What follows belongs to an exercise in optimizing a design on an open flow for small area; a production flow would make more cautious choices. Function was checked by simulation only, so behaviour that the tests miss may differ from the original. Power is estimated from default activity; no workload was simulated. No driver is modelled on the clock port, so clocking that relies on it looks cheaper here than on a real chip.

== job 4227 ==
Design qdma_h2c_adapter, start of the top module:
module qdma_h2c_adapter #(
   parameter int MAX_PKT_LEN = MAX_PKT_LEN_DEF,
   parameter int CNT_W       = 16
) (
   input  logic              axi_aclk,
   input  logic              axi_areset,
   input  logic              s_axis_h2c_tvalid,
   output logic              s_axis_h2c_tready,
   input  logic [DATA_W-1:0] s_axis_h2c_tdata,
   input  logic              s_axis_h2c_tlast,
   input  logic [10:0]       s_axis_h2c_tuser_qid,
   input  logic [5:0]        s_axis_h2c_tuser_mty,
   input  logic [31:0]       s_axis_h2c_tuser_mdata,
   output logic              m_axis_tvalid,
   input  logic              m_axis_tready,
   output logic [DATA_W-1:0] m_axis_tdata,
   output logic [KEEP_W-1:0] m_axis_tkeep,
   output logic              m_axis_tlast,
   output logic [15:0]       m_axis_tuser_size,
   output logic [15:0]       m_axis_tuser_src,
   output logic              m_axis_tuser_err,
   output logic [CNT_W-1:0]  stat_pkt_cnt,
   output logic [CNT_W-1:0]  stat_drop_cnt,
   output logic [CNT_W-1:0]  stat_err_cnt
);
   localparam logic [15:0] MAX_LEN = 16'(MAX_PKT_LEN);
   qdma_h2c_pkg::h2c_state_t state_q;
   qdma_h2c_pkg::h2c_state_t state_d;
   logic [15:0]    size_q;
   logic [10:0]    qid_q;
   logic [7:0]     nb_q;
   logic           qerr_q;
   logic [15:0]    osize_q;
   logic [10:0]    oqid_q;
   logic [CNT_W-1:0] pkt_cnt_q, drop_cnt_q, err_cnt_q;
   logic           buf_ready, acc, first, bad, fwd, err;
   logic           skid_valid, out_load;
   logic [15:0]    size_in, cur_size;
   logic [10:0]    cur_qid;
   logic [7:0]     nb;
   logic [14:0]    bytes;
   logic           qerr_nx;
   logic [15:0]    unused_mdata;
   qdma_h2c_pkg::axis_pkt_beat_t in_beat;
   qdma_h2c_pkg::axis_pkt_beat_t out_beat;
   assign unused_mdata = s_axis_h2c_tuser_mdata[31:16];
   assign size_in      = s_axis_h2c_tuser_mdata[15:0];
   assign first        = (state_q == FIRST);
   assign acc          = s_axis_h2c_tvalid & s_axis_h2c_tready;
  ...
==> flow/config.mk <==
export PLATFORM = sky130hd
export DESIGN_NAME = qdma_h2c_adapter
export DESIGN_NICKNAME = qdma_h2c_adapter
export VERILOG_FILES = /design/flow/design.v
export SDC_FILE = /design/flow/constraint.sdc
export NUM_CORES = 4
export LEC_CHECK = 0
export CAP_MARGIN = 20
export CORE_AREA = 2 2 698 138
export DIE_AREA = 0 0 700 140
export SLEW_MARGIN = 20
==> flow/constraint.sdc <==
create_clock -name core_clock -period 5.0 [get_ports {axi_aclk}]
set_input_delay 1.0000 -clock core_clock [delete_from_list [all_inputs] [get_ports {axi_aclk}]]
set_output_delay 1.0000 -clock core_clock [all_outputs]
set_load 0.01 [all_outputs]
standard.sh (not shown) runs the stock make flow with config.mk's settings and CLKGATE_MAP_FILE= SYNTH_SCRIPT=/design/flow/synth_recipe.tcl, a recipe that flattens the netlist after the stock synthesis.
==> flow/flow/run.sh <==
#!/bin/bash
# Standard ORFS layout, with the smallest buffer on each port instead of the default port buffer,
# and clock tree synthesis with larger sink clusters and without dummy balancing loads.
set -euo pipefail
bash standard.sh BUFFER_PORTS_ARGS="-buffer_cell sky130_fd_sc_hd__buf_1" \
  CTS_ARGS="-sink_clustering_enable -repair_clock_nets -dont_use_dummy_load -sink_clustering_size 25 -sink_clustering_max_diameter 60" finish > standard_flow.log 2>&1
Modified inputs, job 8750 compared to job 4227
Settings: CORE_UTILIZATION now 40, previously not set; CORE_MARGIN now 2, previously not set; DIE_AREA no longer set, was 0 0 700 140; CORE_AREA no longer set, was 2 2 698 138.
==> flow/run.sh (new file) <==
#!/bin/bash
# synth_recipe.tcl (not shown) runs the flow's synth.tcl, then flattens the netlist and writes it again
# the make line also repeats each setting of config.mk as NAME=value (left out here)
make -C /OpenROAD-flow-scripts/flow DESIGN_CONFIG=/design/flow/config.mk WORK_HOME=/design/flow/orfs CLKGATE_MAP_FILE= SYNTH_SCRIPT=/design/flow/synth_recipe.tcl finish
removed: flow/flow/run.sh
removed: flow/standard.sh
Job 8750 never completed, since it errored out during I/O pin placement (3_2_place_iop). Job 8750 -> job 4227: share of the synthesized netlist area taken by xor and xnor gates delta 0, exact match. Re synthesized-area fraction occupied by ao, oa, aoi and oai cells: no difference whatsoever between job 8750 and job 4227. Between job 4227 and job 8750, the flow reports width of the die decreasing by more than half. Adder and majority cell fraction of the synthesized area came out exactly the same in job 4227 and job 8750. Job 4227 -> job 8750: proportion of synthesized flip-flops having asynchronous set or reset delta 0, exact match. Changes observed in job 8750 relative to job 4227: chip height saw an increase; post-synth design cell area saw little to no change. The starting density of the core number comes out higher for job 4227 vs job 8750. Taking job 4227 over job 8750, the count of standard-cell rows ratio works out to 0.41. Reported for job 4227 and job 8750, portion of the post-synthesis area used by sequential elements turned out identical to the last digit. Reported for job 4227 and job 8750, cell count after synthesis turned out identical to the last digit.
## Diff of input files: job 3886 against job 8750
Settings: setting DIE_AREA to 0 0 500 150 for the first time; removing CORE_MARGIN (formerly 2); setting CORE_AREA to 2 2 498 148 for the first time; removing CORE_UTILIZATION (formerly 40).
==> flow/flow/run.sh (new file) <==
#!/bin/bash
# Standard ORFS layout, with the smallest buffer on each port instead of the default port buffer,
# and clock tree synthesis with larger sink clusters and without dummy balancing loads.
set -euo pipefail
bash standard.sh BUFFER_PORTS_ARGS="-buffer_cell sky130_fd_sc_hd__buf_1" \
  CTS_ARGS="-sink_clustering_enable -repair_clock_nets -dont_use_dummy_load -sink_clustering_size 25 -sink_clustering_max_diameter 60" finish > standard_flow.log 2>&1
==> flow/standard.sh (new file) <==
#!/bin/bash
# synth_recipe.tcl (not shown) runs the flow's synth.tcl, then flattens the netlist and writes it again
# the make line also repeats each setting of config.mk as NAME=value (left out here)
make -C /OpenROAD-flow-scripts/flow DESIGN_CONFIG=/design/flow/config.mk WORK_HOME=/design/flow/orfs CLKGATE_MAP_FILE= SYNTH_SCRIPT=/design/flow/synth_recipe.tcl "${@:-finish}"
removed: flow/run.sh
Results
The final layout from job 3886, which completed every stage, passed the timing, DRC and antenna checks at the end of the flow. Job 8750 → job 3886: complex-gate fraction of the synthesized area now sits at about the same level; average cell area after synthesis barely changed. Die boundary height, job 3886 vs job 8750: down by more than half. Diff job 8750 -> job 3886: synthesized instance count held steady, row count shrank by 66, starting density of the core higher, sequential-to-total area share from yosys stat flat. On number of enable-type register cells in the synthesized netlist, job 8750 and job 3886 are basically level. Share of flip-flops with an asynchronous set or reset came out exactly the same in job 8750 and job 3886.
> inputs changed (job 3886 -> job 2731)
Settings: changing DIE_AREA from 0 0 500 150 to 0 0 700 140; changing CORE_AREA from 2 2 498 148 to 2 2 698 138.
==> flow/flow/run.sh <==
#!/bin/bash
# Standard ORFS layout, with the smallest buffer on each port instead of the default port buffer.
set -euo pipefail
bash standard.sh BUFFER_PORTS_ARGS="-buffer_cell sky130_fd_sc_hd__buf_1" finish > standard_flow.log 2>&1
Findings:
Looking at final critical path time including I/O delays and setup across job 3886 and job 2731, the one that comes out lower is job 2731. Comparing job 3886 and job 2731, the lower clock-buffer cell count was measured on job 3886. Setup slack: job 2731 more than job 3886. Wire length on met1 was lower in job 2731 than in job 3886.


Starting RTL as in the previous note.
clock: 5.0 ns
lec_check: 0
cap_margin: 20
core_area: 2 2 698 138
die_area: 0 0 700 140
slew_margin: 20
run.sh (not shown) runs the stock make flow with config.mk's settings and CLKGATE_MAP_FILE= SYNTH_SCRIPT=/design/flow/synth_recipe.tcl, a recipe that flattens the netlist after the stock synthesis.
Stock flow here: none of the scripts above is used.
The first run completed without violations.
Then changed:
==> flow/flow/run.sh (new file) <==
#!/bin/bash
# Standard ORFS layout, with the smallest buffer on each port instead of the default port buffer,
# and clock tree synthesis with larger sink clusters and without dummy balancing loads.
set -euo pipefail
bash standard.sh BUFFER_PORTS_ARGS="-buffer_cell sky130_fd_sc_hd__buf_1" \
  CTS_ARGS="-sink_clustering_enable -repair_clock_nets -dont_use_dummy_load -sink_clustering_size 30 -sink_clustering_max_diameter 80" finish > standard_flow.log 2>&1
==> flow/standard.sh (new file) <==
#!/bin/bash
# synth_recipe.tcl (not shown) runs the flow's synth.tcl, then flattens the netlist and writes it again
# the make line also repeats each setting of config.mk as NAME=value (left out here)
make -C /OpenROAD-flow-scripts/flow DESIGN_CONFIG=/design/flow/config.mk WORK_HOME=/design/flow/orfs CLKGATE_MAP_FILE= SYNTH_SCRIPT=/design/flow/synth_recipe.tcl "${@:-finish}"
removed: flow/run.sh
The new run finished clean.
Core utilization goes down by 9.6 points.
Clock-buffer cell count came out lower by 85.
Design area goes down by 16%.
Critical path depth shrinks by 1.
Sequential share of layout area grows by 10 points.
Synthesized area is unchanged.
Combinational power falls by 33%.
Power went down by 17%.
Die area does not change.
Then changed:
--- a/flow/flow/run.sh
+++ b/flow/flow/run.sh
@@ -6 +6 @@
-  CTS_ARGS="-sink_clustering_enable -repair_clock_nets -dont_use_dummy_load -sink_clustering_size 30 -sink_clustering_max_diameter 80" finish > standard_flow.log 2>&1
+  CTS_ARGS="-sink_clustering_enable -repair_clock_nets -dont_use_dummy_load -sink_clustering_size 28 -sink_clustering_max_diameter 50" finish > standard_flow.log 2>&1
--- a/flow/config.mk
+++ b/flow/config.mk
@@ -9,2 +9,2 @@
-export CORE_AREA = 2 2 698 138
-export DIE_AREA = 0 0 700 140
+export CORE_AREA = 2 2 498 148
+export DIE_AREA = 0 0 500 150
Result: The changed run produced a clean layout. Clock power rose by about 2%. Utilization rose by 14 points. Global-route usage rose by 8.3 points.
Then changed:
--- a/flow/flow/run.sh
+++ b/flow/flow/run.sh
@@ -6 +6 @@
-  CTS_ARGS="-sink_clustering_enable -repair_clock_nets -dont_use_dummy_load -sink_clustering_size 28 -sink_clustering_max_diameter 50" finish > standard_flow.log 2>&1
+  CTS_ARGS="-sink_clustering_enable -repair_clock_nets -dont_use_dummy_load -sink_clustering_size 30 -sink_clustering_max_diameter 80" finish > standard_flow.log 2>&1
--- a/flow/config.mk
+++ b/flow/config.mk
@@ -8,4 +8,4 @@
-export CAP_MARGIN = 20
-export CORE_AREA = 2 2 498 148
-export DIE_AREA = 0 0 500 150
-export SLEW_MARGIN = 20
+export CAP_MARGIN = 0
+export CORE_AREA = 2 2 698 138
+export DIE_AREA = 0 0 700 140
+export SLEW_MARGIN = 0
Effect: Sequential power stays flat; cell count goes up by a few percent; synthesized area does not change; worst hold slack loses 0.077 ns; setup slack improves by 0.15 ns; routed wire length falls by roughly a tenth; power decreases slightly; global-route usage shrinks by 8.3 points; clock skew went down by 0.0071 ns.

==> afterwards: timing with drivers on the ports <==
In the flow no input, the clock included, has a driving cell. The finished layouts below were timed again as built, in two steps. Step 1 assumes that a clkbuf_16 drives the clock port and a buf_2 every other input. Step 2 times the ports against the registers' clock, not the clock port: input delays grow and output delays shrink by t, the midpoint of the rising clock arrivals with the driver on. a / b / c = no drivers / after step 1 / after step 2; a / b = the first two.
run	t (ns)	setup slack, ns	latest minus earliest clock arrival (ns)	worst slew at a driven data input, ns
job 4227	0.694	0.929 / 0.951 / 0.257	0.059 / 0.059	0.11
job 3886	0.693	0.758 / 0.812 / 0.119	0.081 / 0.082	0.22
job 2731	0.700	0.934 / 0.956 / 0.257	0.018 / 0.019	0.10
the first run of note 2	0.726	0.568 / 0.614 / -0.112	0.030 / 0.030	0.14
the second run of note 2	0.687	0.906 / 0.929 / 0.242	0.063 / 0.062	0.10
the third run of note 2	0.686	0.757 / 0.801 / 0.115	0.060 / 0.060	0.19
the fourth run of note 2	0.687	0.906 / 0.929 / 0.242	0.063 / 0.062	0.10
Met with ideal ports but missed after step 2: setup timing in the first run of note 2. The setup slack of the first run of note 2, which loses most, moves by +0.046 ns with the drivers and by -0.680 ns with both steps.
